Background: an optimization exercise with open tools, aiming at small area, a short achievable clock period and few clock cycles per item. Do not read the settings as production practice.
The RTL was checked by simulation tests, not by an equivalence proof against the original design.
No activity file was given, so power comes from the tool's default toggle rates.

==> design.v <==
package bcacs_pkg;
  localparam int REG_NUM_DEF  = 8;
  localparam int REG_BITS_DEF = 32;
  localparam int PC_BITS_DEF  = 8;
  localparam logic [7:0] OP_SBN_R = 8'd15;
  localparam logic [7:0] OP_HALT  = 8'd255;
  localparam logic [1:0] STAT_OK       = 2'd0;
  localparam logic [1:0] STAT_BAD_OP   = 2'd1;
  localparam logic [1:0] STAT_DIV_ZERO = 2'd2;
  localparam logic [1:0] STAT_BAD_REG  = 2'd3;
  localparam int LEN_HALT  = 1;
  localparam int LEN_SHORT = 3;
  localparam int LEN_LONG  = 4;
  typedef enum logic [2:0] {
    CL_MOV = 3'd0,
    CL_ADD = 3'd1,
    CL_SUB = 3'd2,
    CL_MUL = 3'd3,
    CL_DIV = 3'd4,
    CL_MOD = 3'd5,
    CL_CMP = 3'd6,
    CL_SBN = 3'd7
  } alu_cls_t;
  typedef enum logic [3:0] {
    ST_IDLE,
    ST_READ,
    ST_EXEC,
    ST_MUL,
    ST_DABS_L,
    ST_DABS_R,
    ST_DIV,
    ST_DFIX,
    ST_DONE
  } seq_state_t;
  typedef struct packed {
    logic       cmd;
    logic [7:0] opcode;
    logic [7:0] op_a;
    logic [7:0] op_b;
    logic [7:0] op_c;
  } in_req_t;
  typedef struct packed {
    logic [7:0]         next_pc;
    logic signed [31:0] written_value;
    logic               flag_equal;
    logic               flag_greater;
    logic               halted;
    logic [1:0]         status;
  } out_rsp_t;
endpackage
module byte_coded_alu_cpu_step (
  input  logic        clk,
  input  logic        rst_n,
  input  logic        in_valid,
  output logic        in_ready,
  input  logic [32:0] in_data,
  output logic        out_valid,
  input  logic        out_ready,
  output logic [44:0] out_data
);
  logic [7:0] d_op, d_a, d_b, d_c;
  logic [2:0] d_cls;
  logic       d_known, d_breg, d_creg, d_badreg, d_cs, d_lzero, d_use2;
  logic [2:0] d_r1, d_r2;
  logic [7:0] d_imm;
  always_comb begin
    d_op  = in_data[31:24];
    d_a   = in_data[23:16];
    d_b   = in_data[15:8];
    d_c   = in_data[7:0];
    d_cls = d_op[3:1];
    d_known = (d_op[7:4] == 4'd0);
    d_cs    = (d_cls == 3'd6) || (d_cls == 3'd7);
    case (d_cls)
      3'd0:       d_breg = !d_op[0];
      3'd6, 3'd7: d_breg = d_op[0];
      default:    d_breg = 1'b1;
    endcase
    d_creg   = d_op[0] && (d_cls != 3'd0) && !d_cs;
    d_badreg = (d_a[7:3] != 5'd0) || (d_breg && (d_b[7:3] != 5'd0)) ||
               (d_creg && (d_c[7:3] != 5'd0));
    d_lzero = (d_cls == 3'd0) && d_op[0];        
    d_use2  = d_cs ? d_op[0] : d_creg;
    d_r1    = d_cs ? d_a[2:0] : d_b[2:0];
    d_r2    = d_cs ? d_b[2:0] : d_c[2:0];
    d_imm   = (d_cls == 3'd0) ? (d_op[0] ? d_b : 8'd0) : (d_cs ? d_b : d_c);
  end
  logic [31:0] rf [8];
  logic [7:0]  vld;
  logic [7:0]  pc_r;
  logic        eq_r, gt_r, halt_r;
  logic        s2_v;
  logic        q_cmd, q_hop;
  logic [1:0]  q_fst;
  logic        q_mul, q_div, q_isdiv, q_cmp, q_sbn, q_len4, q_sub;
  logic [2:0]  q_a;
  logic [7:0]  q_c;
  logic        fwd1, fwd2;
  logic [32:0] M;
  logic [31:0] Q;
  logic        ov_r;
  logic [44:0] od_r;
  logic        sk_v;
  logic [1:0]  sk_st;
  typedef enum logic [2:0] {U_IDLE, U_MUL, U_ALIGN, U_DIV, U_FIX} ustate_t;
  ustate_t     us;
  logic [31:0] P;
  logic        qm1_unused;
  logic [2:0]  bd0, bd1;       
  logic        m_last;
  logic [4:0]  cnt;
  logic        u_sx, u_sy, u_isdiv;
  logic [5:0]  lz_d_r, lz_v_r;
  function automatic logic [33:0] ks_add(input logic [33:0] a, input logic [33:0] b,
                                         input logic cin);
    logic [33:0] p, g, gp, pp, ng, np;
    p  = a ^ b;
    g  = a & b;
    gp = g;
    gp[0] = g[0] | (p[0] & cin);
    pp = p;
    for (int d = 1; d < 34; d = d * 2) begin
      for (int i = 0; i < 34; i++) begin
        if (i >= d) begin
          ng[i] = gp[i] | (pp[i] & gp[i-d]);
          np[i] = pp[i] & pp[i-d];
        end else begin
          ng[i] = gp[i];
          np[i] = pp[i];
        end
      end
      gp = ng;
      pp = np;
    end
    ks_add = p ^ {gp[32:0], cin};
  endfunction
  function automatic logic [5:0] clz32(input logic [31:0] v);
    logic [15:0] a1; logic [15:0] c1;
    logic [7:0]  a2; logic [1:0] c2 [8];
    logic [3:0]  a3; logic [2:0] c3 [4];
    logic [1:0]  a4; logic [3:0] c4 [2];
    logic [4:0]  c5;
    for (int i = 0; i < 16; i++) begin
      a1[i] = v[2*i+1] | v[2*i];
      c1[i] = !v[2*i+1];
    end
    for (int i = 0; i < 8; i++) begin
      a2[i] = a1[2*i+1] | a1[2*i];
      c2[i] = a1[2*i+1] ? {1'b0, c1[2*i+1]} : {1'b1, c1[2*i]};
    end
    for (int i = 0; i < 4; i++) begin
      a3[i] = a2[2*i+1] | a2[2*i];
      c3[i] = a2[2*i+1] ? {1'b0, c2[2*i+1]} : {1'b1, c2[2*i]};
    end
    for (int i = 0; i < 2; i++) begin
      a4[i] = a3[2*i+1] | a3[2*i];
      c4[i] = a3[2*i+1] ? {1'b0, c3[2*i+1]} : {1'b1, c3[2*i]};
    end
    c5 = a4[1] ? {1'b0, c4[1]} : {1'b1, c4[0]};
    clz32 = (a4[1] | a4[0]) ? {1'b0, c5} : 6'd32;
  endfunction
  function automatic logic [2:0] booth_dec(input logic [2:0] b);
    booth_dec[2] = b[1] ^ b[0];
    booth_dec[1] = (b == 3'b011) || (b == 3'b100);
    booth_dec[0] = b[2] && !(b[1] && b[0]);
  endfunction
  function automatic logic uniform29(input logic [28:0] v);
    uniform29 = (v == 29'd0) || (v == {29{1'b1}});
  endfunction
  logic [31:0] od_wv;
  logic [31:0] xo, yo;
  assign od_wv = od_r[36:5];
  assign xo = fwd1 ? od_wv : M[31:0];
  assign yo = fwd2 ? od_wv : Q;
  logic [33:0] alu_full;
  logic [31:0] alu;
  assign alu_full = ks_add({2'b00, xo}, {2'b00, yo ^ {32{q_sub}}}, q_sub);
  assign alu = alu_full[31:0];
  logic [7:0] pc_short, pc_long, pc_next_seq;
  assign pc_short = pc_r + 8'd3;
  assign pc_long  = pc_r + 8'd4;
  assign pc_next_seq = q_len4 ? pc_long : pc_short;
  logic [33:0] ta, tb, tc, cs_s, cs_c, usum;
  logic        cin0, cin1;
  logic [33:0] pp0, pp1;
  always_comb begin
    pp0 = {1'b0, (bd0[2] ? {1'b0, M[31:0]} : 33'd0) | (bd0[1] ? {M[31:0], 1'b0} : 33'd0)}
          ^ {34{bd0[0]}};
    pp1 = {1'b0, (bd1[2] ? {M[30:0], 2'd0} : 33'd0) | (bd1[1] ? {M[29:0], 3'd0} : 33'd0)}
          ^ {34{bd1[0]}};
    ta = {2'b00, P};
    tb = 34'd0;
    tc = 34'd0;
    cin0 = 1'b0;
    cin1 = 1'b0;
    case (us)
      U_MUL: begin
        tb = pp0; cin0 = bd0[0];
        tc = pp1; cin1 = bd1[0];
      end
      U_ALIGN: begin             
        cin1 = 1'b1;
      end
      U_DIV: begin               
        tb   = {M[32], M} ^ {34{!u_sy}};
        cin1 = !u_sy;
      end
      U_FIX: begin               
        ta   = 34'd0;
        tb   = ~{M[32], M};
        cin1 = 1'b1;
      end
      default: ;
    endcase
    cs_s = ta ^ tb ^ tc;
    cs_c = {((ta[32:0] & tb[32:0]) | (ta[32:0] & tc[32:0]) | (tb[32:0] & tc[32:0])), cin0};
    usum = ks_add(cs_s, cs_c, cin1);
  end
  logic [5:0] lz_v;
  logic [6:0] sh_full;
  logic       sh_neg;
  logic [4:0] sh;
  always_comb begin
    lz_v    = lz_v_r[5] ? 6'd31 : lz_v_r;
    sh_full = {1'b0, lz_v} - {1'b0, lz_d_r} + {6'd0, u_sx};
    sh_neg  = sh_full[6];
    sh      = sh_full[4:0];
  end
  logic        ge;
  logic [31:0] r_next, q_next, dval;
  logic        dneg;
  assign ge     = !usum[33];
  assign r_next = ge ? usum[31:0] : P;
  assign q_next = {Q[30:0], ge};
  assign dval   = u_isdiv ? q_next : r_next;
  assign dneg   = u_isdiv ? (u_sx ^ u_sy) : u_sx;
  logic        exec, real_op, y_zero;
  logic        c_en, c_we, c_clr;
  logic [2:0]  c_wa;
  logic [31:0] c_wv;
  logic [7:0]  c_pc;
  logic        c_eq, c_gt, c_halt;
  logic [1:0]  c_st;
  logic        start_mul, start_div, unit_done;
  assign exec    = s2_v && (us == U_IDLE) && !sk_v;
  assign real_op = !q_cmd && !halt_r && !q_hop && (q_fst == 2'd0);
  assign y_zero  = (yo == 32'd0);
  always_comb begin
    c_en = 1'b0; c_we = 1'b0; c_clr = 1'b0; c_wa = q_a; c_wv = alu;
    c_pc = pc_r; c_eq = eq_r; c_gt = gt_r; c_halt = halt_r; c_st = 2'd0;
    start_mul = 1'b0; start_div = 1'b0; unit_done = 1'b0;
    if (exec) begin
      c_en = 1'b1;
      if (q_cmd) begin
        c_clr = 1'b1; c_pc = 8'd0; c_halt = 1'b0;
      end else if (halt_r) begin
      end else if (q_hop) begin
        c_halt = 1'b1; c_pc = pc_r + 8'd1;
      end else if (q_fst != 2'd0) begin
        c_st = q_fst;
      end else if (q_mul) begin
        c_en = 1'b0; start_mul = 1'b1;
      end else if (q_div) begin
        if (y_zero) c_st = 2'd2;
        else begin c_en = 1'b0; start_div = 1'b1; end
      end else if (q_cmp) begin
        c_eq = (xo == yo);
        c_gt = (xo != yo) && !alu[31];
        c_pc = pc_short;
      end else begin
        c_we = 1'b1;
        c_pc = (q_sbn && alu[31]) ? q_c : pc_next_seq;
      end
    end else if (!sk_v) begin
      c_pc = pc_long;
      case (us)
        U_MUL: if (m_last) begin
          unit_done = 1'b1; c_wv = usum[31:0];
        end
        U_ALIGN: if (sh_neg) begin
          unit_done = 1'b1; c_wv = u_isdiv ? 32'd0 : (P ^ {32{u_sx}});
        end
        U_DIV: if (cnt == 5'd0 && !dneg) begin
          unit_done = 1'b1; c_wv = dval;
        end
        U_FIX: begin
          unit_done = 1'b1; c_wv = usum[31:0];
        end
        default: ;
      endcase
      c_en = unit_done;
      c_we = unit_done;
    end
  end
  logic s2_leave;
  assign s2_leave = c_en;
  assign in_ready = !s2_v || s2_leave;
  logic take;
  assign take = in_valid && in_ready;
  logic [31:0] rd1, rd2;
  assign rd1 = vld[d_r1] ? rf[d_r1] : 32'd0;
  assign rd2 = vld[d_r2] ? rf[d_r2] : 32'd0;
  logic consumed;
  assign consumed = ov_r && out_ready;
  always_ff @(posedge clk) begin
    if (take) begin
      q_cmd   <= in_data[32];
      q_hop   <= (d_op == 8'd255);
      q_fst   <= !d_known ? 2'd1 : (d_badreg ? 2'd3 : 2'd0);
      q_mul   <= (d_cls == 3'd3);
      q_div   <= (d_cls == 3'd4) || (d_cls == 3'd5);
      q_isdiv <= (d_cls == 3'd4);
      q_cmp   <= (d_cls == 3'd6);
      q_sbn   <= (d_cls == 3'd7);
      q_len4  <= (d_cls != 3'd0) && (d_cls != 3'd6);
      q_sub   <= (d_cls == 3'd2) || d_cs;
      q_a     <= d_a[2:0];
      q_c     <= d_c;
      fwd1    <= !d_lzero && (c_clr || (c_we && (c_wa == d_r1)));
      fwd2    <= d_use2   && (c_clr || (c_we && (c_wa == d_r2)));
    end
  end
  always_ff @(posedge clk) begin
    if (c_we) rf[c_wa] <= c_wv;
  end
  always_ff @(posedge clk) begin
    if (!rst_n) begin
      s2_v   <= 1'b0;
      vld    <= 8'd0;
      pc_r   <= 8'd0;
      eq_r   <= 1'b0;
      gt_r   <= 1'b0;
      halt_r <= 1'b0;
      ov_r   <= 1'b0;
      sk_v   <= 1'b0;
      us     <= U_IDLE;
    end else begin
      if (take)          s2_v <= 1'b1;
      else if (s2_leave) s2_v <= 1'b0;
      for (int i = 0; i < 8; i++) begin
        if (c_clr) vld[i] <= 1'b0;
        else if (c_we && (c_wa == 3'(i))) vld[i] <= 1'b1;
      end
      if (c_en) begin
        pc_r   <= c_pc;
        eq_r   <= c_eq;
        gt_r   <= c_gt;
        halt_r <= c_halt;
      end
      if (sk_v) begin
        if (consumed) sk_v <= 1'b0;
      end else if (c_en && ov_r && !out_ready) begin
        sk_v <= 1'b1;
      end
      if (consumed) ov_r <= sk_v || c_en;
      else          ov_r <= ov_r || c_en;
      case (us)
        U_IDLE:  if (start_mul) us <= U_MUL; else if (start_div) us <= U_ALIGN;
        U_MUL:   if (unit_done) us <= U_IDLE;
        U_ALIGN: if (unit_done) us <= U_IDLE; else if (!sh_neg) us <= U_DIV;
        U_DIV:   if (unit_done) us <= U_IDLE; else if (cnt == 5'd0 && dneg) us <= U_FIX;
        U_FIX:   if (unit_done) us <= U_IDLE;
        default: us <= U_IDLE;
      endcase
    end
  end
  always_ff @(posedge clk) begin
    if (sk_v) begin
      if (consumed) od_r <= {pc_r, P, eq_r, gt_r, halt_r, sk_st};
    end else if (c_en) begin
      if (!ov_r || out_ready) od_r <= {c_pc, c_we ? c_wv : 32'd0, c_eq, c_gt, c_halt, c_st};
      else sk_st <= c_st;
    end
  end
  always_ff @(posedge clk) begin
    if (take) begin
      M <= {1'b0, d_lzero ? 32'd0 : rd1};
      Q <= d_use2 ? rd2 : {24'd0, d_imm};
    end else if (start_mul) begin
      M   <= {1'b0, xo};
      Q   <= yo;
      bd0 <= booth_dec({yo[1:0], 1'b0});
      bd1 <= booth_dec(yo[3:1]);
      m_last <= uniform29(yo[31:3]);
    end else if (start_div) begin
      M       <= {yo[31], yo};
      Q       <= 32'd0;
    end else begin
      case (us)
        U_MUL: if (!m_last) begin
          M   <= {1'b0, M[27:0], 4'd0};
          Q   <= {{4{Q[31]}}, Q[31:4]};
          bd0 <= booth_dec(Q[5:3]);
          bd1 <= booth_dec(Q[7:5]);
          m_last <= uniform29({{4{Q[31]}}, Q[31:7]});
        end
        U_ALIGN: if (!sh_neg) begin
          M   <= M << sh;
        end
        U_DIV: if (!(cnt == 5'd0 && !dneg)) begin
          Q   <= q_next;
          M   <= {M[32], M[32:1]};
          if (cnt == 5'd0) M <= {1'b0, dval};
        end
        default: ;
      endcase
    end
  end
  always_ff @(posedge clk) begin
    if (c_en && !sk_v && ov_r && !out_ready) begin
      P <= c_we ? c_wv : 32'd0;           
    end else if (start_mul) begin
      P <= 32'd0;
    end else if (start_div) begin
      u_sx    <= xo[31];
      u_sy    <= yo[31];
      u_isdiv <= q_isdiv;
      P       <= xo ^ {32{xo[31]}};
      lz_d_r  <= clz32(xo ^ {32{xo[31]}});
      lz_v_r  <= clz32(yo ^ {32{yo[31]}});
    end else begin
      case (us)
        U_MUL: if (!m_last) P <= usum[31:0];
        U_ALIGN: if (!sh_neg) begin
          if (u_sx) P <= usum[31:0];
          cnt <= sh;
        end
        U_DIV: if (!(cnt == 5'd0 && !dneg)) begin
          P   <= r_next;
          cnt <= cnt - 5'd1;
        end
        default: ;
      endcase
    end
  end
  assign out_valid = ov_r;
  assign out_data  = od_r;
endmodule
==> run.sh <==
#!/bin/bash
# synth_recipe.tcl (not shown) runs the flow's synth.tcl, then flattens the netlist and writes it again
# the make line also repeats each setting of config.mk as NAME=value (left out here)
make -C /OpenROAD-flow-scripts/flow DESIGN_CONFIG=/design/flow/config.mk WORK_HOME=/design/flow/orfs CLKGATE_MAP_FILE= SYNTH_SCRIPT=/design/flow/synth_recipe.tcl finish
==> config.mk <==
export PLATFORM = sky130hd
export DESIGN_NAME = byte_coded_alu_cpu_step
export DESIGN_NICKNAME = byte_coded_alu_cpu_step
export VERILOG_FILES = /design/flow/design.v
export SDC_FILE = /design/flow/constraint.sdc
export NUM_CORES = 4
export LEC_CHECK = 0
export CAP_MARGIN = 20
export CORE_MARGIN = 2
export CORE_UTILIZATION = 30
export PLACE_DENSITY = 0.5
export SETUP_SLACK_MARGIN = 1.5
export SLEW_MARGIN = 20
==> constraint.sdc <==
create_clock -name core_clock -period 7.0 [get_ports {clk}]
set_input_delay 1.4000 -clock core_clock [delete_from_list [all_inputs] [get_ports {clk}]]
set_output_delay 1.4000 -clock core_clock [all_outputs]
set_load 0.01 [all_outputs]
==> flow_summary_export.csv, run 1 <==
group,metric,value,unit
synthesis,synth_top_family_by_area,"compound AO/OA/AOI/OAI gates",
setup_path,r2r_slack,1.55,ns
detailed_routing,vias,35100,
setup_path,required,7.39,ns
detailed_routing,ant_nets,0,
detailed_routing,drt_first_pass_iters,7,
setup_path,r2r-start,"lz_v_r[5]$_DFFE_PP_",
floorplan,start_util,0.303,
synthesis,synth_xor_area_frac,0.0605,
pwr,swShare,0.346,
pwr,p_per_area,213,nW/µm²
pwr,internal-power,0.00615,W
synthesis,synth_nets,3987,
global_route,grt_pass1_vias,32900,
synthesis,avgSynthCellArea,9.95,µm²
sta,hold_viol,0,
cells_and_area,fin_util,0.351,
sta,skew,0.0564,ns
sta,fmax,0.184,GHz
cells_and_area,final_cell_mix,"edfxtp_1, nand2_1, nor2_1, a21oi_1, o21ai_0",
clock_tree,clock_latency,0.68,ns
synthesis,synth.yosys.seq_area_share,0.368,
setup_path,rr_endpoint,"M[27]$_DFFE_PP_",
pwr,peakVddDrop,0.207,mV
global_route,antenna_found_initial,9,
synthesis,synthArstFlopShare,0,
floorplan,ios,84,
setup_path,startpoint_type,"flip-flop",
pwr,clockPowerShare,0.337,
sta,maxSlewHeadroom,0.196,
floorplan,die_area,130000,µm²
sta,tns,0,ns
clock_tree,cts_buffers,56,
synthesis,synth_cells,3829,
global_route,grt_pass1_wl,252000,µm
floorplan,rows,130,
cells_and_area,layout.nets,4043,
setup_path,reg2reg_depth,12,
clock_tree,cts_tree,"yes",
clock_tree,htree_levels,2,
detailed_routing,drt_iter0_markers,4950,
pwr,power_leakage,15.9,nW
cells_and_area,drive_above_1_share,0.164,
sta,setup_viol,0,
synthesis,synth_enable_flop_cells,450,
clock_tree,cts_root_buffer,"clkbuf_16",
sta,rsz0062_at_grt,"yes",
placed_design,placement.io_buffers,83,
hold_path,hold_class,"reg -> reg",
floorplan,dieHeight,360,µm
sta,slew_viol_final,0,
sta,period_minus_slack,5.45,ns
setup_path,critPathMaxFanout,38,
synthesis,synth-adder-area-share,0.0468,
synthesis,synth_ff_type,"edfxtp_1",
job,max_cap_violations,0,
floorplan,coreArea,126000,µm²
pwr,power_frac_seq,0.386,
hold_path,hold_path_end,"u_isdiv$_DFFE_PP_",
clock_tree,hold_buffers,0,
placed_design,gp_congestion,1.02,
detailed_routing,drc,0,
pwr,p_switching,0.00326,W
hold_path,worstHoldStart,"q_isdiv$_DFFE_PP_",
clock_tree,cts_sinks,476,
synthesis,synth-simple-area-share,0.139,
setup_path,critical_path_class,"reg -> reg",
cells_and_area,syn_to_final_growth,15.8,%
detailed_routing,routed_wl,181000,µm
floorplan,die_w,360,µm
sta,fin_crit_sh,0.778,
pwr,p_total,0.00940,W
global_route,grt_max_degree,66,
clock_tree,clk_pin_slew_worst_paths,0.07,ns
detailed_routing,wl_per_cell,32.3,µm
synthesis,synth_compound_area_frac,0.190,
status,status,"timing/DRC/antenna clean",
clock_tree,clockBufferDepth,3,
hold_path,whs_path_depth,0,
global_route,grt_use_total,0.267,
synthesis,yosysUniqueCellTypes,106,
sta,max_slew.worst_pin.slew,1.17,ns
synthesis,ys_warn_count,7,
placed_design,dp_hpwl,129000,µm
synthesis,ys_ff_latch,476,
synthesis,synth_area,38100,µm²
setup_path,critPathCaptureType,"flip-flop",
pwr,power_frac_comb,0.277,
global_route,grt_overflow,0,
setup_path,crit_arrival,5.83,ns
cells_and_area,final_common_cell,"edfxtp_1",
synthesis,yosys-mux-area-fraction,0.152,
detailed_routing,vias_per_cell,6.29,
==> power by group through the flow <==
stage | sequential [W] | clock, W | combinational, W
final | 0.00363 | 0.00317 | 0.00261
after CTS | 0.00362 | 0.00321 | 0.00247
after global placement | 0.00369 | 0 | 0.00244
after floorplan | 0.00356 | 0 | 0.00146
after global routing | 0.00362 | 0.00331 | 0.00272
after detailed placement | 0.00369 | 0 | 0.00244
==> logic make-up (layout without fill, tap and decap cells) <==
kind of cell | after synthesis | in the layout
multiplexers | 386 | 386
buffers and inverters | 405 | 505
AND/OR/NAND/NOR | 1111 | 1113
AO/OA/AOI/OAI | 1071 | 1071
XOR/XNOR | 259 | 259
other | 0 | 6
adder cells (fa/ha/maj) | 121 | 121
flip-flops | 476 | 476
==> how the worst max path moves through the flow <==
stage	from	end	slack, ns
after floorplan	lz_v_r[5]$_DFFE_PP_	rf[2][0]$_DFFE_PP_	1.31
after global placement	us[2]$_SDFFE_PN0P_	P[11]$_DFFE_PP_	0.87
after detailed placement	us[2]$_SDFFE_PN0P_	P[11]$_DFFE_PP_	0.76
after CTS	us[2]$_SDFFE_PN0P_	P[11]$_DFFE_PP_	1.47
after global routing	us[0]$_SDFFE_PN0P_	rf[4][16]$_DFFE_PP_	1.48
final	lz_v_r[5]$_DFFE_PP_	M[27]$_DFFE_PP_	1.55
==> state kept, by name, summed over array words and instances (netlist names), 2 cells and up <==
name    flops
rf        256
od_r       45
M          33
P          32
Q          32
pc_r        8
q_c         8
vld         8
lz_d_r      6
lz_v_r      6
cnt         5
bd0         3
bd1         3
q_a         3
us          3
q_fst       2
sk_st       2
==> synthesized netlist by cell type (16+ instances only) <==
cell | count | area, µm²
edfxtp_1 | 450 | 13500
nand2_1 | 362 | 1360
nor2_1 | 297 | 1110
a21oi_1 | 245 | 1230
clkbuf_1 | 224 | 841
o21ai_0 | 203 | 1020
mux2i_1 | 197 | 1970
mux4_2 | 146 | 3290
xnor2_1 | 135 | 1180
xor2_1 | 122 | 1070
inv_1 | 95 | 357
a22oi_1 | 87 | 653
ha_1 | 85 | 1060
nor3_1 | 80 | 400
nand3_1 | 57 | 285
a21o_1 | 56 | 420
o22ai_1 | 56 | 350
a221oi_1 | 52 | 455
o221ai_1 | 52 | 455
and2_1 | 51 | 319
buf_2 | 43 | 215
a31oi_1 | 41 | 257
nand2b_1 | 41 | 257
or3_1 | 40 | 250
fa_1 | 36 | 721
nand4_1 | 34 | 213
a211oi_1 | 33 | 248
mux2_2 | 33 | 372
nor4_1 | 33 | 206
o211ai_1 | 30 | 225
and3_1 | 28 | 175
dfxtp_1 | 26 | 521
a22o_1 | 22 | 193
buf_1 | 21 | 78.8
a211o_1 | 18 | 158
nor2b_1 | 17 | 106
o31ai_1 | 16 | 120
==> per-layer routing <==
metal / vias to the layer above / global-route usage / part of all wire
met5: - / 0 / 0.00024
met4: 8 / 0.138 / 0.064
met3: 532 / 0.0673 / 0.11
met2: 2355 / 0.395 / 0.42
met1: 17500 / 0.360 / 0.40
li1: 14800 / - / -
==> per-stage QoR <==
step / cell area [µm²] / hold WS [ns] / instances / setup WS (ns)
2_1_floorplan: 38100 / 0.400 / 3829 / 1.31
3_3_place_gp: 41500 / 0.407 / 5448 / 0.865
3_5_place_dp: 41500 / 0.416 / 5449 / 0.764
4_1_cts: 43600 / 0.431 / 5558 / 1.47
5_1_grt: 44100 / 0.456 / 5581 / 1.48
6_report: 44100 / 0.426 / 5587 / 1.55
==> what timing repair did <==
action / in CTS / in global routing
endpoints found under the setup margin: 347 / 301
pin swaps: 0 / 3
cloned: 2 / 4
setup buffers: 3 / 19
gates resized for setup: 30 / 46
==> final cells by class <==
cell class	count	area [µm²]
Sequential cell	476	14000
Clock buffer	61	1420
Inverter	101	379
Fill cell	12700	81600
Clock inverter	43	520
Multi-Input combinational cell	2950	22900
Tap cell	1650	2060
Timing Repair Buffer	300	2730
Antenna cell	6	15.0
==> critical path, cell delays in order (launching register included) <==
cell and delay, ns:
edfxtp_1 0.43, or2_2 0.33, ha_1 0.32, fa_4 1.17
mux2i_1 0.37, mux2i_1 0.16, mux2_2 0.30, a21oi_1 0.22
o21ai_0 0.11, a222oi_1 0.63, nor2_1 0.10, a2111oi_0 0.84
o21ai_0 0.19
Testbench counts, summed over its fixed seeds: cycles 51,230, items 24,000.
==> run 2, diff against run 1 <==
--- a/config.mk
+++ b/config.mk
@@ -10,4 +10,3 @@
 export CORE_UTILIZATION = 30
 export PLACE_DENSITY = 0.5
-export SETUP_SLACK_MARGIN = 1.5
 export SLEW_MARGIN = 20
==> run 2 against run 1 <==
Still clean on timing, DRC and antenna. Register-to-register slack worse by 1.1 ns. Total power decreased by 3.5%. Routed wire length is 0.47% lower. Maximum frequency is 17% lower. Synthesized cell count stayed put. Worst hold slack improved by 0.061 ns. Worst setup slack lost 1.1 ns. Non-clock buffer count fell by 24. Critical path type unchanged. Largest cell class unchanged. Highest routed layer unchanged.
==> flow_summary_export.csv, run 2 <==
group,metric,value,unit
cells_and_area,registers.top_by_ff_count,"rf",
global_route,grt_overflow,0,
setup_path,critPathCaptureType,"flip-flop",
pwr,internal-power,0.00589,W
sta,slew_viol_final,0,
clock_tree,cts_sinks,476,
detailed_routing,wl_per_cell,32.4,µm
floorplan,ios,84,
cells_and_area,largest_register_ffs,256,
sta,rsz0062_at_grt,"no",
sta,fmax,0.153,GHz
clock_tree,cts_tree,"yes",
detailed_routing,vias_per_cell,6.29,
global_route,grt_use_total,0.268,
job,max_cap_violations,0,
floorplan,rows,130,
synthesis,synth_area,38100,µm²
setup_path,crit_arrival,6.91,ns
cells_and_area,multi_input_area,22600,µm²
setup_path,critical_path_class,"reg -> reg",
pwr,swShare,0.352,
synthesis,synth_enable_flop_cells,450,
clock_tree,cts_root_buffer,"clkbuf_16",
pwr,p_per_area,210,nW/µm²
setup_path,critPathMaxFanout,39,
cells_and_area,regArea,14000,µm²
detailed_routing,drt_iter0_markers,5279,
synthesis,synth.yosys.seq_area_share,0.368,
placed_design,placement.io_buffers,83,
sta,hold_viol,0,
synthesis,synth_common_cells,"edfxtp_1, nand2_1, nor2_1",
cells_and_area,final_cell_mix,"edfxtp_1, nand2_1, nor2_1, a21oi_1, o21ai_0",
clock_tree,clk_pin_slew_worst_paths,0.06,ns
cells_and_area,fillers,12700,
clock_tree,hold_buffers,0,
global_route,grt_pass1_vias,33100,
synthesis,ys_ff_latch,476,
global_route,grt_pass1_wl,253000,µm
detailed_routing,routed_wl,180000,µm
setup_path,required,7.37,ns
global_route,antenna_found_initial,10,
synthesis,synthArstFlopShare,0,
floorplan,die_w,360,µm
sta,setup_viol,0,
synthesis,synth.largest_area_cell,"edfxtp_1",
synthesis,yosysMostFrequentCell,"edfxtp_1",
floorplan,dieHeight,360,µm
synthesis,yosysUniqueCellTypes,106,
pwr,power_frac_seq,0.401,
clock_tree,cts_repair_resize_count,0,
clock_tree,cts_buffers,55,
pwr,clockPowerShare,0.315,
global_route,grt_max_degree,68,
synthesis,avgSynthCellArea,9.95,µm²
sta,max_slew.worst_pin.slew,1.23,ns
sta,maxSlewHeadroom,0.173,
synthesis,synth_cells,3829,
clock_tree,clockBufferDepth,3,
cells_and_area,final_common_cell,"edfxtp_1",
floorplan,die_area,130000,µm²
sta,skew,0.0391,ns
floorplan,coreArea,126000,µm²
clock_tree,htree_levels,2,
pwr,power_leakage,15.6,nW
sta,hold_ws,0.487,ns
clock_tree,post-cts-setup-buffer-count,0,
status,status,"timing/DRC/antenna clean",
setup_path,startpoint_type,"flip-flop",
synthesis,synth_nets,3987,
synthesis,synth_ff_type,"edfxtp_1",
sta,period_minus_slack,6.54,ns
floorplan,start_util,0.303,
hold_path,hold_class,"reg -> reg",
placed_design,gp_congestion,1.04,
detailed_routing,ant_nets,0,
clock_tree,clock_latency,0.66,ns
placed_design,dp_hpwl,131000,µm
synthesis,synth_area_leaders,"edfxtp_1, mux4_2, mux2i_1",
cells_and_area,layout.nets,4016,
synthesis,yosysTopAreaCellShare,0.355,
cells_and_area,drive_above_1_share,0.143,
cells_and_area,top_regs,"rf: 256 flops, od_r: 45 flops, M: 33 flops",
detailed_routing,vias,34900,
detailed_routing,drc,0,
detailed_routing,drt_first_pass_iters,10,
pwr,power_frac_comb,0.284,
synthesis,ys_warn_count,7,
sta,fin_crit_sh,0.934,
cells_and_area,syn_to_final_growth,13.6,%
pwr,p_switching,0.00319,W
sta,tns,0,ns
pwr,peakVddDrop,0.150,mV
==> run 2: cell count changes in the layout (fill, tap and decap cells not counted), moves of 4 or more <==
cell       before  now
buf_6           4    0
clkbuf_1        5   13
a21oi_1       235  242
buf_4         194  182
bufinv_16      10    3
a21oi_2        14    7
ha_2            6    1
ha_1           75   84
ha_4            4    0
==> run 2: metal layers <==
metal	track usage	wire length (µm)	vias up
li1	-	-	14700
met1	0.359	72500	17500
met2	0.402	77200	2266
met3	0.0708	20300	504
met4	0.124	9870	4
met5	0	23	-
==> run 2: stage by stage <==
step	power [W]	utilization	cell area, µm²	std cells	setup slack (ns)
after global routing	0.00934	0.344	43300	5553	0.0874
after CTS	0.00902	0.344	43200	5553	0.526
after floorplan	0.00501	-	38100	3829	0.447
after global placement	0.00617	0.330	41500	5451	0.768
final	0.00908	0.344	43300	5558	0.459
after detailed placement	0.00617	0.330	41500	5451	0.557
==> run 2: path summary, 6_finish.rpt <==
| kind | from | endpoint | slack [ns] | cells past startpoint |
|---|---|---|---|---|
| worst max-delay path | us[2]$_SDFFE_PN0P_ | rf[5][19]$_DFFE_PP_ | 0.46 | 15 |
| worst min register to register | vld[1]$_SDFFE_PP0P_ | vld[1]$_SDFFE_PP0P_ | 0.49 | 2 |
| worst min-delay path | vld[1]$_SDFFE_PP0P_ | vld[1]$_SDFFE_PP0P_ | 0.49 | 2 |
| worst max register to register | us[2]$_SDFFE_PN0P_ | rf[5][19]$_DFFE_PP_ | 0.46 | 15 |
==> run 2: critical path, stage by stage (launching register included) <==
cell and delay, ns:
dfxtp_1 0.62, and2b_1 0.31, nand2b_2 0.63, o221ai_1 0.25
fa_1 0.51, ha_1 0.51, and4_4 0.30, nand4_1 0.14
a211oi_2 0.33, o2111ai_2 0.17, a31o_4 0.32, xnor2_2 0.93
buf_4 0.31, mux2i_1 0.30, a21oi_1 0.15, nor2_1 0.42
==> run 2: logic make-up after synthesis <==
| group | count (synthesis) | synth area share |
|---|---|---|
| adders and majority gates | 121 | 0.0468 |
| muxes | 386 | 0.152 |
| xor gates and xnor gates | 259 | 0.0605 |
| buffers and inverters | 405 | 0.0440 |
| DFF | 476 | 0.368 |
| AOI/OAI and AO/OA | 1071 | 0.190 |
| and+or+nand+nor | 1111 | 0.139 |
==> run 2: cell type report <==
cell class / count / area share
antenna: 5 / 0.000289
clock inverter: 32 / 0.00590
tap: 1650 / 0.0477
multi-input combinational: 2948 / 0.523
clock buffer: 70 / 0.0341
inverter: 101 / 0.00876
sequential: 476 / 0.324
timing repair buffer: 276 / 0.0559
==> run 2: power by group through the flow <==
stage                     logic [W]  clock network, W  registers (W)
after global placement      0.00248                 0        0.00368
after global routing        0.00270           0.00300        0.00363
after floorplan             0.00145                 0        0.00356
after detailed placement    0.00248                 0        0.00368
after CTS                   0.00249           0.00290        0.00362
final                       0.00258           0.00286        0.00364
==> run 3, diff against run 2 <==
--- a/design.v
+++ b/design.v
@@ -184,4 +184,6 @@
   logic        cin0, cin1;
   logic [33:0] pp0, pp1;
+  logic oh_mul, oh_align, oh_div, oh_fix;
+  ustate_t us_nxt;
   always_comb begin
     pp0 = {1'b0, (bd0[2] ? {1'b0, M[31:0]} : 33'd0) | (bd0[1] ? {M[31:0], 1'b0} : 33'd0)}
@@ -189,28 +191,11 @@
     pp1 = {1'b0, (bd1[2] ? {M[30:0], 2'd0} : 33'd0) | (bd1[1] ? {M[29:0], 3'd0} : 33'd0)}
           ^ {34{bd1[0]}};
-    ta = {2'b00, P};
-    tb = 34'd0;
-    tc = 34'd0;
-    cin0 = 1'b0;
-    cin1 = 1'b0;
-    case (us)
-      U_MUL: begin
-        tb = pp0; cin0 = bd0[0];
-        tc = pp1; cin1 = bd1[0];
-      end
-      U_ALIGN: begin             
-        cin1 = 1'b1;
-      end
-      U_DIV: begin               
-        tb   = {M[32], M} ^ {34{!u_sy}};
-        cin1 = !u_sy;
-      end
-      U_FIX: begin               
-        ta   = 34'd0;
-        tb   = ~{M[32], M};
-        cin1 = 1'b1;
-      end
-      default: ;
-    endcase
+    ta   = oh_fix ? 34'd0 : {2'b00, P};
+    tb   = (oh_mul ? pp0 : 34'd0) |
+           (oh_div ? ({M[32], M} ^ {34{!u_sy}}) : 34'd0) |
+           (oh_fix ? ~{M[32], M} : 34'd0);
+    tc   = oh_mul ? pp1 : 34'd0;
+    cin0 = oh_mul & bd0[0];
+    cin1 = (oh_mul & bd1[0]) | oh_align | (oh_div & !u_sy) | oh_fix;
     cs_s = ta ^ tb ^ tc;
     cs_c = {((ta[32:0] & tb[32:0]) | (ta[32:0] & tc[32:0]) | (tb[32:0] & tc[32:0])), cin0};
@@ -293,4 +278,15 @@
     end
   end
+  always_comb begin
+    us_nxt = us;
+    case (us)
+      U_IDLE:  if (start_mul) us_nxt = U_MUL; else if (start_div) us_nxt = U_ALIGN;
+      U_MUL:   if (unit_done) us_nxt = U_IDLE;
+      U_ALIGN: if (unit_done) us_nxt = U_IDLE; else if (!sh_neg) us_nxt = U_DIV;
+      U_DIV:   if (unit_done) us_nxt = U_IDLE; else if (cnt == 5'd0 && dneg) us_nxt = U_FIX;
+      U_FIX:   if (unit_done) us_nxt = U_IDLE;
+      default: us_nxt = U_IDLE;
+    endcase
+  end
   logic s2_leave;
   assign s2_leave = c_en;
@@ -335,4 +331,8 @@
       sk_v   <= 1'b0;
       us     <= U_IDLE;
+      oh_mul   <= 1'b0;
+      oh_align <= 1'b0;
+      oh_div   <= 1'b0;
+      oh_fix   <= 1'b0;
     end else begin
       if (take)          s2_v <= 1'b1;
@@ -355,12 +355,9 @@
       if (consumed) ov_r <= sk_v || c_en;
       else          ov_r <= ov_r || c_en;
-      case (us)
-        U_IDLE:  if (start_mul) us <= U_MUL; else if (start_div) us <= U_ALIGN;
-        U_MUL:   if (unit_done) us <= U_IDLE;
-        U_ALIGN: if (unit_done) us <= U_IDLE; else if (!sh_neg) us <= U_DIV;
-        U_DIV:   if (unit_done) us <= U_IDLE; else if (cnt == 5'd0 && dneg) us <= U_FIX;
-        U_FIX:   if (unit_done) us <= U_IDLE;
-        default: us <= U_IDLE;
-      endcase
+      us       <= us_nxt;
+      oh_mul   <= (us_nxt == U_MUL);
+      oh_align <= (us_nxt == U_ALIGN);
+      oh_div   <= (us_nxt == U_DIV);
+      oh_fix   <= (us_nxt == U_FIX);
     end
   end
--- a/config.mk
+++ b/config.mk
@@ -10,3 +10,4 @@
 export CORE_UTILIZATION = 30
 export PLACE_DENSITY = 0.5
+export SETUP_SLACK_MARGIN = 2.5
 export SLEW_MARGIN = 20
==> run 3 against run 2 <==
Still clean. Worst setup slack better by 1.5 ns. Sequential share of layout area fell by 2.9 points. Routed wire length fell by 1.2%. Global-route usage decreased by 0.35 points. Cell count increased by 4.0%. Flip-flop and latch count up 4. Total power rose by 9.3%. Critical path depth increased by 2.
==> flow_summary_export.csv, run 3 <==
group,metric,value,unit
cells_and_area,top_regs,"rf: 256 flops, od_r: 45 flops, M: 33 flops",
global_route,antenna_found_initial,4,
sta,rsz0062_at_grt,"yes",
setup_path,rr_endpoint,"P[5]$_DFFE_PP_",
synthesis,yosysUniqueCellTypes,98,
synthesis,synth.largest_area_cell,"edfxtp_1",
cells_and_area,largest_register_ffs,256,
cells_and_area,final_common_cell,"edfxtp_1",
sta,setup_viol,0,
floorplan,ios,84,
clock_tree,clk_pin_slew_worst_paths,0.07,ns
hold_path,whs_path_depth,2,
synthesis,ys_ff_latch,480,
pwr,p_per_area,208,nW/µm²
global_route,grt_pass1_vias,33300,
job,max_cap_violations,0,
floorplan,die_w,359,µm
setup_path,critPathMaxFanout,13,
global_route,grt_use_total,0.264,
synthesis,yosysMostFrequentCell,"edfxtp_1",
sta,period_minus_slack,5.05,ns
placed_design,dpl-instance-area,41500,µm²
global_route,grt_pass1_wl,249000,µm
clock_tree,clockBufferDepth,3,
placed_design,dp_hpwl,126000,µm
pwr,power_frac_seq,0.369,
sta,hold_viol,0,
floorplan,dieHeight,359,µm
pwr,power_frac_comb,0.334,
placed_design,placement.io_buffers,83,
detailed_routing,drc,0,
detailed_routing,vias_per_cell,6.08,
clock_tree,cts_sinks,480,
clock_tree,hold_buffers,0,
cells_and_area,final_cell_mix,"edfxtp_1, nand2_1, buf_4, nor2_1, a21oi_1",
pwr,p_switching,0.00349,W
hold_path,hold_class,"reg -> reg",
floorplan,start_util,0.302,
detailed_routing,drt_first_pass_iters,9,
cells_and_area,drive_above_1_share,0.254,
clock_tree,cts_tree,"yes",
synthesis,yosysTopAreaCellShare,0.357,
synthesis,synthArstFlopShare,0,
sta,fmax,0.198,GHz
placed_design,gp_congestion,1.04,
cells_and_area,registers.top_by_ff_count,"rf",
floorplan,coreArea,125000,µm²
status,status,"timing/DRC/antenna clean",
setup_path,critical_path_class,"reg -> reg",
clock_tree,cts_root_buffer,"clkbuf_16",
setup_path,critPathCaptureType,"flip-flop",
pwr,clockPowerShare,0.298,
sta,maxSlewHeadroom,0.226,
synthesis,avgSynthCellArea,9.86,µm²
sta,max_slew.worst_pin.slew,1.15,ns
global_route,grt_max_degree,66,
cells_and_area,regArea,14100,µm²
setup_path,startpoint_type,"flip-flop",
pwr,swShare,0.351,
pwr,internal-power,0.00644,W
sta,tns,0,ns
hold_path,hold_path_end,"vld[3]$_SDFFE_PP0P_",
cells_and_area,fin_area,47800,µm²
cells_and_area,layout.nets,4245,
detailed_routing,routed_wl,178000,µm
floorplan,rows,130,
pwr,peakVddDrop,0.164,mV
synthesis,synth_ff_type,"edfxtp_1",
cells_and_area,syn_to_final_growth,26.3,%
setup_path,crit_arrival,5.46,ns
detailed_routing,wl_per_cell,30.7,µm
hold_path,worstHoldStart,"vld[3]$_SDFFE_PP0P_",
sta,fin_crit_sh,0.722,
pwr,power_leakage,16.8,nW
synthesis,synth_enable_flop_cells,450,
setup_path,required,7.41,ns
setup_path,r2r-start,"bd0[0]$_DFFE_PP_",
setup_path,r2r_slack,1.95,ns
floorplan,die_area,129000,µm²
detailed_routing,vias,35100,
setup_path,reg2reg_depth,17,
clock_tree,cts_buffers,53,
detailed_routing,ant_nets,0,
synthesis,synth_cells,3834,
cells_and_area,fillers,12400,
clock_tree,clock_latency,0.68,ns
cells_and_area,multi_input_area,24500,µm²
global_route,grt_overflow,0,
sta,slew_viol_final,0,
synthesis,synth_common_cells,"edfxtp_1, nand2_1, nor2_1",
synthesis,ys_warn_count,7,
detailed_routing,drt_iter0_markers,4564,
sta,skew,0.0633,ns
clock_tree,htree_levels,2,
synthesis,synth.yosys.seq_area_share,0.373,
synthesis,synth_area,37800,µm²
synthesis,synth_area_leaders,"edfxtp_1, mux4_2, xnor2_1",
synthesis,synth_nets,3992,
-- run 3: cell count changes in the layout (fill, tap and decap cells not counted), moves of 41 or more --
cell / delta
buf_6: +59
buf_4: +117
xnor2_1: +66
mux2i_1: -48
nand2_1: +41
xor2_1: -70
a221oi_1: -42
-- run 3: power by group through the flow --
stage	combinational, W	clock (W)	sequential [W]
6_report	0.00331	0.00295	0.00366
5_1_grt	0.00344	0.00309	0.00366
4_1_cts	0.00306	0.00300	0.00364
3_5_place_dp	0.00258	0	0.00373
3_3_place_gp	0.00258	0	0.00374
2_1_floorplan	0.00155	0	0.00360
-- run 3: worst max-delay path, cell delays in order (launching register included) --
cell	delay, ns
edfxtp_1	0.44
buf_4	0.20
bufbuf_16	0.29
xnor2_1	0.13
a221o_1	0.33
fa_1	0.47
ha_1	0.47
nand4_1	0.27
nor3_2	0.33
a41o_1	0.32
buf_4	0.15
buf_6	0.10
o211ai_1	0.23
o21ai_2	0.26
nor2_2	0.07
o2111a_1	0.12
a221o_2	0.36
a22o_1	0.25
-- run 3: final cells by class --
type	instances	share of cell area
multi-input combinational	2948	0.512
sequential	480	0.296
timing repair buffer	498	0.103
tap	1650	0.0432
clock buffer	64	0.0286
inverter	106	0.00899
clock inverter	33	0.00867
antenna	2	0.000105
-- run 3: timing repair --
| action | CTS | global route |
|---|---|---|
| cloned | 9 | 0 |
| endpoints found under the setup margin | 824 | 560 |
| pin swaps | 141 | 59 |
| endpoints found under the hold margin | 0 | 0 |
| gates resized for setup | 399 | 147 |
| buffers inserted | 170 | 40 |
-- run 3: logic make-up after synthesis --
kind of cell / Yosys count / synth area share
AND/OR/NAND/NOR: 1135 / 0.140
AO/OA/AOI/OAI: 1062 / 0.188
flip-flops: 480 / 0.373
buffers and inverters: 407 / 0.0442
multiplexers: 364 / 0.147
XOR/XNOR: 265 / 0.0614
adder cells (fa/ha/maj): 121 / 0.0472
-- run 3: stage by stage --
stage | hold WS (ns) | instances | setup WS, ns | util | total power, W
floorplan | 0.400 | 3834 | 2.50 | - | 0.00515
global placement | 0.472 | 5463 | 1.02 | 0.331 | 0.00631
detailed placement | 0.482 | 5463 | 0.959 | 0.331 | 0.00631
CTS | 0.497 | 5739 | 1.94 | 0.373 | 0.00971
global route | 0.512 | 5779 | 1.82 | 0.381 | 0.0102
finish | 0.495 | 5781 | 1.95 | 0.381 | 0.00992
-- run 3: worst max-delay path by stage --
stage / from / endpoint / slack [ns] / cells past startpoint
5_1_grt: bd0[2]$_DFFE_PP_ / P[2]$_DFFE_PP_ / 1.82 / 23
6_report: bd0[0]$_DFFE_PP_ / P[5]$_DFFE_PP_ / 1.95 / 17
2_1_floorplan: bd0[2]$_DFFE_PP_ / P[7]$_DFFE_PP_ / 2.50 / 17
4_1_cts: lz_v_r[5]$_DFFE_PP_ / in_ready / 1.94 / 13
3_3_place_gp: u_sy$_DFFE_PP_ / P[3]$_DFFE_PP_ / 1.02 / 18
3_5_place_dp: u_sy$_DFFE_PP_ / P[3]$_DFFE_PP_ / 0.96 / 19
-- run 3: metal layers --
| layer | up-vias | global-route usage | part of all wire |
|---|---|---|---|
| met2 | 2107 | 0.404 | 0.43 |
| met4 | 2 | 0.149 | 0.066 |
| met3 | 483 | 0.0507 | 0.10 |
| met5 | - | 0 | 0.000068 |
| met1 | 17500 | 0.351 | 0.40 |
| li1 | 15000 | - | - |
Testbench counts of run 3, summed over its fixed seeds: cycles 51,230, items 24,000.
==> run 4, diff against run 3 <==
--- a/config.mk
+++ b/config.mk
@@ -8,6 +8,6 @@
 export CAP_MARGIN = 20
 export CORE_MARGIN = 2
-export CORE_UTILIZATION = 30
-export PLACE_DENSITY = 0.5
-export SETUP_SLACK_MARGIN = 2.5
+export CORE_UTILIZATION = 50
+export PLACE_DENSITY = 0.65
+export SETUP_SLACK_MARGIN = 3.0
 export SLEW_MARGIN = 20
==> run 4 against run 3 <==
Total power up 0.68%. Still clean. Flip-flop and latch count unchanged. Die area down 40%. Largest power group unchanged. Sequential power about the same. Cell count down 11%. First-iteration DRC count up 29%. Clock-buffer cell count unchanged. Largest cell class unchanged.
==> flow_summary_export.csv, run 4 <==
group,metric,value,unit
status,status,"timing/DRC/antenna clean",
setup_path,crit_arrival,5.45,ns
job,max_cap_violations,0,
floorplan,ios,84,
global_route,grt_pass1_vias,33100,
cells_and_area,stdcell_count,5147,
setup_path,startpoint_type,"flip-flop",
detailed_routing,routed_wl,172000,µm
synthesis,synth.yosys.seq_area_share,0.373,
clock_tree,hold_buffers,0,
synthesis,synth_area,37800,µm²
cells_and_area,fillers,5972,
setup_path,worstPathCellList,"inv_2 -> a21oi_4 -> buf_12 -> buf_4 -> clkbuf_16 -> nor2_1 -> a221o_1 -> fa_1 -> ha_4 -> and3_1 -> and2_4 -> a221oi_4 -> a21boi_4 -> or2_4 -> nand3_4 -> buf_6 -> a21oi_4 -> buf_12 -> buf_16 -> mux2i_2 -> nor2_1 -> a221o_1",
clock_tree,clock_latency,0.64,ns
cells_and_area,top_regs,"rf: 256 flops, od_r: 45 flops, M: 33 flops",
setup_path,crit_start,"u_sy$_DFFE_PP_",
synthesis,synth_enable_flop_cells,450,
synthesis,synth.largest_area_cell,"edfxtp_1",
pwr,power_frac_comb,0.337,
placed_design,dp_hpwl,117000,µm
sta,fin_crit_sh,0.725,
detailed_routing,ant_nets,0,
synthesis,yosysUniqueCellTypes,98,
synthesis,synth_cells,3834,
pwr,internal-power,0.00652,W
clock_tree,cts_root_buffer,"clkbuf_16",
pwr,p_per_area,207,nW/µm²
synthesis,synth_area_leaders,"edfxtp_1, mux4_2, xnor2_1",
clock_tree,cts_tree,"yes",
setup_path,required,7.37,ns
synthesis,synthArstFlopShare,0,
pwr,power_leakage,17.3,nW
cells_and_area,registers.top_by_ff_count,"rf",
pwr,peakVddDrop,0.243,mV
floorplan,coreArea,74700,µm²
synthesis,avgSynthCellArea,9.86,µm²
clock_tree,cts_buffers,53,
clock_tree,cts_sinks,480,
pwr,p_total,0.00999,W
clock_tree,clk_pin_slew_worst_paths,0.07,ns
sta,max_slew.worst_pin.slew,1.39,ns
detailed_routing,drc,0,
pwr,clockPowerShare,0.297,
sta,hold_viol,0,
global_route,grt_overflow,0,
sta,setup_viol,0,
floorplan,die_w,279,µm
cells_and_area,final_common_cell,"edfxtp_1",
cells_and_area,final_cell_mix,"edfxtp_1, nand2_1, buf_4, nor2_1, a21oi_1",
detailed_routing,vias,36600,
detailed_routing,drt_first_pass_iters,10,
cells_and_area,largest_register_ffs,256,
synthesis,synth_common_cells,"edfxtp_1, nand2_1, nor2_1",
synthesis,synth_nets,3992,
sta,maxSlewHeadroom,0.0719,
pwr,p_switching,0.00347,W
clock_tree,clockBufferDepth,3,
global_route,grt_pass1_wl,235000,µm
setup_path,r2r-start,"u_sy$_DFFE_PP_",
sta,period_minus_slack,5.08,ns
sta,slew_viol_final,0,
detailed_routing,wl_per_cell,33.4,µm
hold_path,hold_class,"reg -> reg",
floorplan,die_area,77800,µm²
clock_tree,htree_levels,2,
setup_path,critPathCaptureType,"flip-flop",
cells_and_area,syn_to_final_growth,27.6,%
synthesis,synth_ff_type,"edfxtp_1",
sta,fmax,0.197,GHz
setup_path,cpPeakStageDelay,0.57,ns
detailed_routing,drt_iter0_markers,5908,
setup_path,critical_path_class,"reg -> reg",
sta,tns,0,ns
global_route,grt_max_degree,66,
global_route,grt_use_total,0.418,
synthesis,ys_warn_count,7,
floorplan,start_util,0.506,
setup_path,cp_slowest_cell,"fa_1",
global_route,antenna_found_initial,7,
detailed_routing,vias_per_cell,7.11,
cells_and_area,drive_above_1_share,0.277,
cells_and_area,layout.nets,4292,
placed_design,placement.io_buffers,83,
placed_design,dp_cells,4756,
synthesis,yosysTopAreaCellShare,0.357,
floorplan,dieHeight,279,µm
placed_design,gp_congestion,1.03,
hold_path,worstHoldStart,"vld[4]$_SDFFE_PP0P_",
setup_path,critPathMaxFanout,7,
synthesis,ys_ff_latch,480,
sta,skew,0.0323,ns
sta,rsz0062_at_grt,"yes",
pwr,swShare,0.347,
synthesis,yosysMostFrequentCell,"edfxtp_1",
pwr,power_frac_seq,0.366,
floorplan,rows,100,
==> run 4: per-layer routing <==
metal | global-route usage | wire length, µm
met1 | 0.563 | 63100
met4 | 0.222 | 12600
met3 | 0.131 | 25100
met2 | 0.602 | 70600
met5 | 0 | 238
==> run 4: power by group through the flow <==
stage | Clock [W] | Combinational (W) | Sequential [W]
floorplan | 0 | 0.00159 | 0.00360
global placement | 0 | 0.00248 | 0.00373
detailed placement | 0 | 0.00249 | 0.00373
CTS | 0.00298 | 0.00291 | 0.00364
global route | 0.00308 | 0.00347 | 0.00365
finish | 0.00296 | 0.00337 | 0.00366
==> run 4: logic make-up (layout without fill, tap and decap cells) <==
logic type      after synthesis  in the layout  share of synthesized area
compound gates             1062           1062                      0.188
xor+xnor                    265            265                     0.0614
fa+ha+maj                   121            121                     0.0472
buf+inv                     407            750                     0.0442
flops                       480            480                      0.373
mux                         364            364                      0.147
other cells                   0              1                          0
simple gates               1135           1135                      0.140
==> run 4: final cells by class <==
class                   count  area, µm²  share of cell area
diodes                      1       2.50           0.0000519
clock buffers              64       1380              0.0286
clock inverters            34        418             0.00866
inverters                 106        443             0.00918
multi-input cells        2947      25100               0.520
flip-flops and latches    480      14100               0.293
well taps                 969       1210              0.0251
repair buffers            546       5580               0.116
==> run 4: final timing paths <==
path	end	slack, ns	cells past startpoint
worst min-delay path	vld[4]$_SDFFE_PP0P_	0.49	2
worst max register to register	P[7]$_DFFE_PP_	1.92	22
worst max-delay path	P[7]$_DFFE_PP_	1.92	22
worst min register to register	vld[4]$_SDFFE_PP0P_	0.49	2
==> run 4: metrics by stage <==
| step | setup slack [ns] | hold WS [ns] | utilization | cell area (µm²) |
|---|---|---|---|---|
| after floorplan | 2.53 | 0.400 | - | 38500 |
| final | 1.92 | 0.488 | 0.646 | 48300 |
| after global placement | 1.17 | 0.464 | 0.544 | 40700 |
| after global routing | 1.78 | 0.525 | 0.646 | 48200 |
| after detailed placement | 1.15 | 0.475 | 0.544 | 40700 |
| after CTS | 1.94 | 0.490 | 0.604 | 45100 |
==> run 4: repair_timing <==
| item | 4_1_cts | 5_1_grt |
|---|---|---|
| pin swaps | 51 | 185 |
| gates resized for setup | 247 | 410 |
| gates cloned | 6 | 11 |
| setup endpoints to repair | 833 | 699 |
| buffers inserted | 148 | 127 |
==> run 4: worst max-delay path, delay by kind of cell (launching register included) <==
family          cells  cell delay, ns
fa+ha+maj           2            0.81
flops               1            0.42
buf+inv             7            1.04
simple gates        6            0.79
mux                 1            0.28
compound gates      6            1.43
==> run 5, diff against run 4 <==
--- a/design.v
+++ b/design.v
@@ -111,4 +111,5 @@
   logic [4:0]  cnt;
   logic        u_sx, u_sy, u_isdiv;
+  logic        u_y1;           
   logic [5:0]  lz_d_r, lz_v_r;
   function automatic logic [33:0] ks_add(input logic [33:0] a, input logic [33:0] b,
@@ -263,6 +264,6 @@
           unit_done = 1'b1; c_wv = usum[31:0];
         end
-        U_ALIGN: if (sh_neg) begin
-          unit_done = 1'b1; c_wv = u_isdiv ? 32'd0 : (P ^ {32{u_sx}});
+        U_ALIGN: if (sh_neg || u_y1) begin
+          unit_done = 1'b1; c_wv = (u_isdiv == u_y1) ? (P ^ {32{u_sx}}) : 32'd0;
         end
         U_DIV: if (cnt == 5'd0 && !dneg) begin
@@ -392,5 +393,5 @@
           m_last <= uniform29({{4{Q[31]}}, Q[31:7]});
         end
-        U_ALIGN: if (!sh_neg) begin
+        U_ALIGN: if (!sh_neg && !u_y1) begin
           M   <= M << sh;
         end
@@ -413,4 +414,5 @@
       u_sy    <= yo[31];
       u_isdiv <= q_isdiv;
+      u_y1    <= (yo == 32'd1);
       P       <= xo ^ {32{xo[31]}};
       lz_d_r  <= clz32(xo ^ {32{xo[31]}});
@@ -419,5 +421,5 @@
       case (us)
         U_MUL: if (!m_last) P <= usum[31:0];
-        U_ALIGN: if (!sh_neg) begin
+        U_ALIGN: if (!sh_neg && !u_y1) begin
           if (u_sx) P <= usum[31:0];
           cnt <= sh;
==> run 5 against run 4 <==
Still clean. Design area grew 4.6%. Cell count grew 2.8%. Worst setup slack lost 0.11 ns. First-iteration DRC count grew 28%. Synthesized cell count grew 0.47%. Total power grew 7.1%. Die area grew 0.13%. Worst hold slack lost 0.066 ns. Register-to-register slack lost 0.11 ns. Via count grew 8.5%. Combinational power grew 18%. Critical path type unchanged. Largest cell class unchanged.
==> flow_summary_export.csv, run 5 <==
group,metric,value,unit
clock_tree,cts_buffers,54,
sta,setup_viol,0,
setup_path,cpPeakStageDelay,0.57,ns
floorplan,ios,84,
cells_and_area,final_common_cell,"edfxtp_1",
floorplan,die_w,279,µm
status,status,"timing/DRC/antenna clean",
sta,period_minus_slack,5.19,ns
detailed_routing,vias_per_cell,7.50,
synthesis,synth.yosys.seq_area_share,0.374,
clock_tree,cts_root_buffer,"clkbuf_16",
setup_path,crit_start,"bd0[2]$_DFFE_PP_",
detailed_routing,vias,39700,
clock_tree,clock_latency,0.67,ns
setup_path,worstPathCellList,"buf_6 -> buf_16 -> a22oi_1 -> xnor2_1 -> a221o_1 -> fa_1 -> ha_4 -> a21oi_2 -> o21a_1 -> or4_4 -> and3_4 -> nand3_4 -> buf_12 -> nand2_8 -> buf_4 -> mux2_4 -> mux2i_4 -> o221a_4 -> inv_1",
synthesis,synth.largest_area_cell,"edfxtp_1",
placed_design,gp_congestion,1.10,
placed_design,dpl-instance-area,40800,µm²
synthesis,synth_area_leaders,"edfxtp_1, mux4_2, xnor2_1",
clock_tree,cts_tree,"yes",
clock_tree,clk_pin_slew_worst_paths,0.07,ns
setup_path,rr_endpoint,"rf[5][23]$_DFFE_PP_",
placed_design,placement.io_buffers,83,
synthesis,ys_warn_count,7,
synthesis,synth_cells,3852,
clock_tree,htree_levels,2,
setup_path,crit_end,"rf[5][23]$_DFFE_PP_",
detailed_routing,drt_first_pass_iters,10,
cells_and_area,fin_util,0.676,
global_route,grt_overflow,0,
setup_path,reg2reg_depth,19,
setup_path,required,7.37,ns
global_route,grt_max_degree,65,
setup_path,r2r-start,"bd0[2]$_DFFE_PP_",
cells_and_area,syn_to_final_growth,33.3,%
synthesis,synth_common_cells,"edfxtp_1, nand2_1, nor2_1",
cells_and_area,drive_above_1_share,0.312,
setup_path,r2r_slack,1.81,ns
global_route,grt_pass1_vias,35200,
sta,max_slew.worst_pin.slew,1.39,ns
setup_path,startpoint_type,"flip-flop",
pwr,peakVddDrop,0.274,mV
placed_design,dp_hpwl,127000,µm
detailed_routing,wl_per_cell,37.5,µm
synthesis,ys_ff_latch,481,
hold_path,hold_class,"reg -> reg",
sta,maxSlewHeadroom,0.0684,
synthesis,yosysUniqueCellTypes,99,
placed_design,place_ws,1.05,ns
sta,fin_crit_sh,0.741,
synthesis,synth_enable_flop_cells,451,
cells_and_area,largest_register_ffs,256,
sta,hold_viol,0,
setup_path,critPathMaxFanout,16,
detailed_routing,drc,0,
cells_and_area,layout.nets,4416,
synthesis,synthArstFlopShare,0,
synthesis,avgSynthCellArea,9.83,µm²
floorplan,die_area,77900,µm²
detailed_routing,ant_nets,0,
floorplan,coreArea,74700,µm²
global_route,grt_pass1_wl,267000,µm
pwr,p_per_area,212,nW/µm²
cells_and_area,registers.top_by_ff_count,"rf",
synthesis,synth_ff_type,"edfxtp_1",
sta,worst_slack,1.81,ns
global_route,grt_use_total,0.486,
sta,rsz0062_at_grt,"yes",
sta,slew_viol_final,0,
synthesis,yosysMostFrequentCell,"edfxtp_1",
synthesis,synth_nets,4010,
sta,fmax,0.193,GHz
setup_path,crit_arrival,5.56,ns
clock_tree,clockBufferDepth,3,
floorplan,dieHeight,279,µm
synthesis,synth_area,37900,µm²
pwr,power_leakage,18.3,nW
job,max_cap_violations,0,
global_route,antenna_found_initial,25,
cells_and_area,top_regs,"rf: 256 flops, od_r: 45 flops, M: 33 flops",
clock_tree,cts_sinks,481,
clock_tree,hold_buffers,0,
floorplan,start_util,0.507,
detailed_routing,drt_iter0_markers,7550,
floorplan,rows,100,
setup_path,critical_path_class,"reg -> reg",
sta,tns,0,ns
synthesis,yosysTopAreaCellShare,0.358,
detailed_routing,routed_wl,199000,µm
cells_and_area,fin_area,50500,µm²
cells_and_area,final_cell_mix,"edfxtp_1, buf_4, nand2_1, nor2_1, a21oi_1",
setup_path,cp_slowest_cell,"fa_1",
sta,skew,0.0510,ns
setup_path,critPathCaptureType,"flip-flop",
## run 5: cell count changes in the layout (fill, tap and decap cells not counted), sizes merged, moves of 22 or more
cell	delta
a21oi	+51
a211oi	+24
nand2	-31
o21ai	-31
nor2	+31
a221oi	+22
mux2i	-39
buf	+94
xnor2	-23
o22ai	-25
## run 5: cells by family (layout without fill, tap and decap cells)
family,Yosys count,in the layout,synth area share
AO/OA/AOI/OAI,1134,1134,0.203
XOR/XNOR,257,257,0.0594
adder cells (fa/ha/maj),121,121,0.0471
multiplexers,333,333,0.137
other,0,21,0
AND/OR/NAND/NOR,1133,1142,0.140
flip-flops,481,481,0.374
buffers and inverters,393,834,0.0407
## run 5: worst max-delay path: cells and delay by family, from the launching register on
kind                     cells  cell delay (ns)
buffers and inverters        5             0.85
XOR/XNOR                     1             0.12
AO/OA/AOI/OAI                5             1.26
multiplexers                 2             0.51
AND/OR/NAND/NOR              4             0.95
adder cells (fa/ha/maj)      2             0.75
flip-flops                   1             0.45
## run 5: per-stage QoR
stage	power [W]	cells	hold slack [ns]
2_1_floorplan	0.00537	3852	0.400
3_3_place_gp	0.00658	4774	0.410
3_5_place_dp	0.00658	4774	0.411
4_1_cts	0.0101	5136	0.425
5_1_grt	0.0109	5276	0.429
6_report	0.0107	5292	0.422
## run 5: routing by layer
metal,routed length [µm],GRT usage
met4,19900,0.343
met2,78000,0.658
met3,31900,0.236
met1,68300,0.601
met5,531,0.0219
## run 5: how the worst min path moves through the flow
stage                             end  slack [ns]  cells past startpoint         startpoint
floorplan           u_isdiv$_DFFE_PP_        0.40                      0  q_isdiv$_DFFE_PP_
global placement    u_isdiv$_DFFE_PP_        0.41                      0  q_isdiv$_DFFE_PP_
detailed placement  u_isdiv$_DFFE_PP_        0.41                      0  q_isdiv$_DFFE_PP_
CTS                 u_isdiv$_DFFE_PP_        0.43                      0  q_isdiv$_DFFE_PP_
global route        u_isdiv$_DFFE_PP_        0.43                      0  q_isdiv$_DFFE_PP_
finish              u_isdiv$_DFFE_PP_        0.42                      0  q_isdiv$_DFFE_PP_
## run 5: area by class of cell
class,count,area [µm²]
fill,5635,24200
antenna,21,52.6
timing repair buffer,644,6760
multi-input combinational,2987,26100
clock buffer,70,1410
inverter,89,392
timing repair inverter,1,11.3
tap,969,1210
clock inverter,30,400
sequential,481,14100
## run 5: timing repair
item	in CTS	in global routing
gates cloned	19	17
setup buffers	243	116
endpoints found under the hold margin	0	0
pin swaps	175	160
gates resized for setup	541	254
endpoints found under the setup margin	873	792
## run 5: power breakdown
part	switching, W	internal (W)	total (W)
sequential	0.000199	0.00352	0.00372
combinational	0.00249	0.00149	0.00398
clock	0.00130	0.00169	0.00300
total	0.00399	0.00670	0.0107
Testbench counts of run 5, summed over its fixed seeds: cycles 47,875, items 24,000.

## what the ideal ports hide
How much do the figures lean on ideal ports? The routed layouts below were timed once more, with nothing changed but the port constraints.
Step 1, drivers: a clkbuf_16 drives clk and a buf_2 each remaining input, both assumed.
Step 2 also shifts input and output timing later by t, the mid clock arrival at the registers, as if the neighbouring blocks saw the same clock.
Three values: ideal ports, drivers, drivers and shift; two values: the first two.
| run | t, ns | setup WS [ns] | hold WS [ns] | pins driven straight from the clock port |
|---|---|---|---|---|
| run 1 | 0.717 | 1.554 / 1.529 / 1.204 | 0.426 / 0.426 / 0.426 | 1 |
| run 2 | 0.708 | 0.459 / 0.459 / 0.459 | 0.487 / 0.487 / 0.487 | 1 |
| run 3 | 0.716 | 1.948 / 1.948 / 1.814 | 0.495 / 0.495 / 0.495 | 1 |
| run 4 | 0.691 | 1.922 / 1.922 / 1.752 | 0.488 / 0.488 / 0.488 | 1 |
| run 5 | 0.720 | 1.811 / 1.811 / 1.811 | 0.422 / 0.422 / 0.422 | 1 |
After both steps every run listed still meets setup and hold. The setup slack of run 1, which loses most, moves by -0.025 ns with the drivers and by -0.350 ns with both steps.
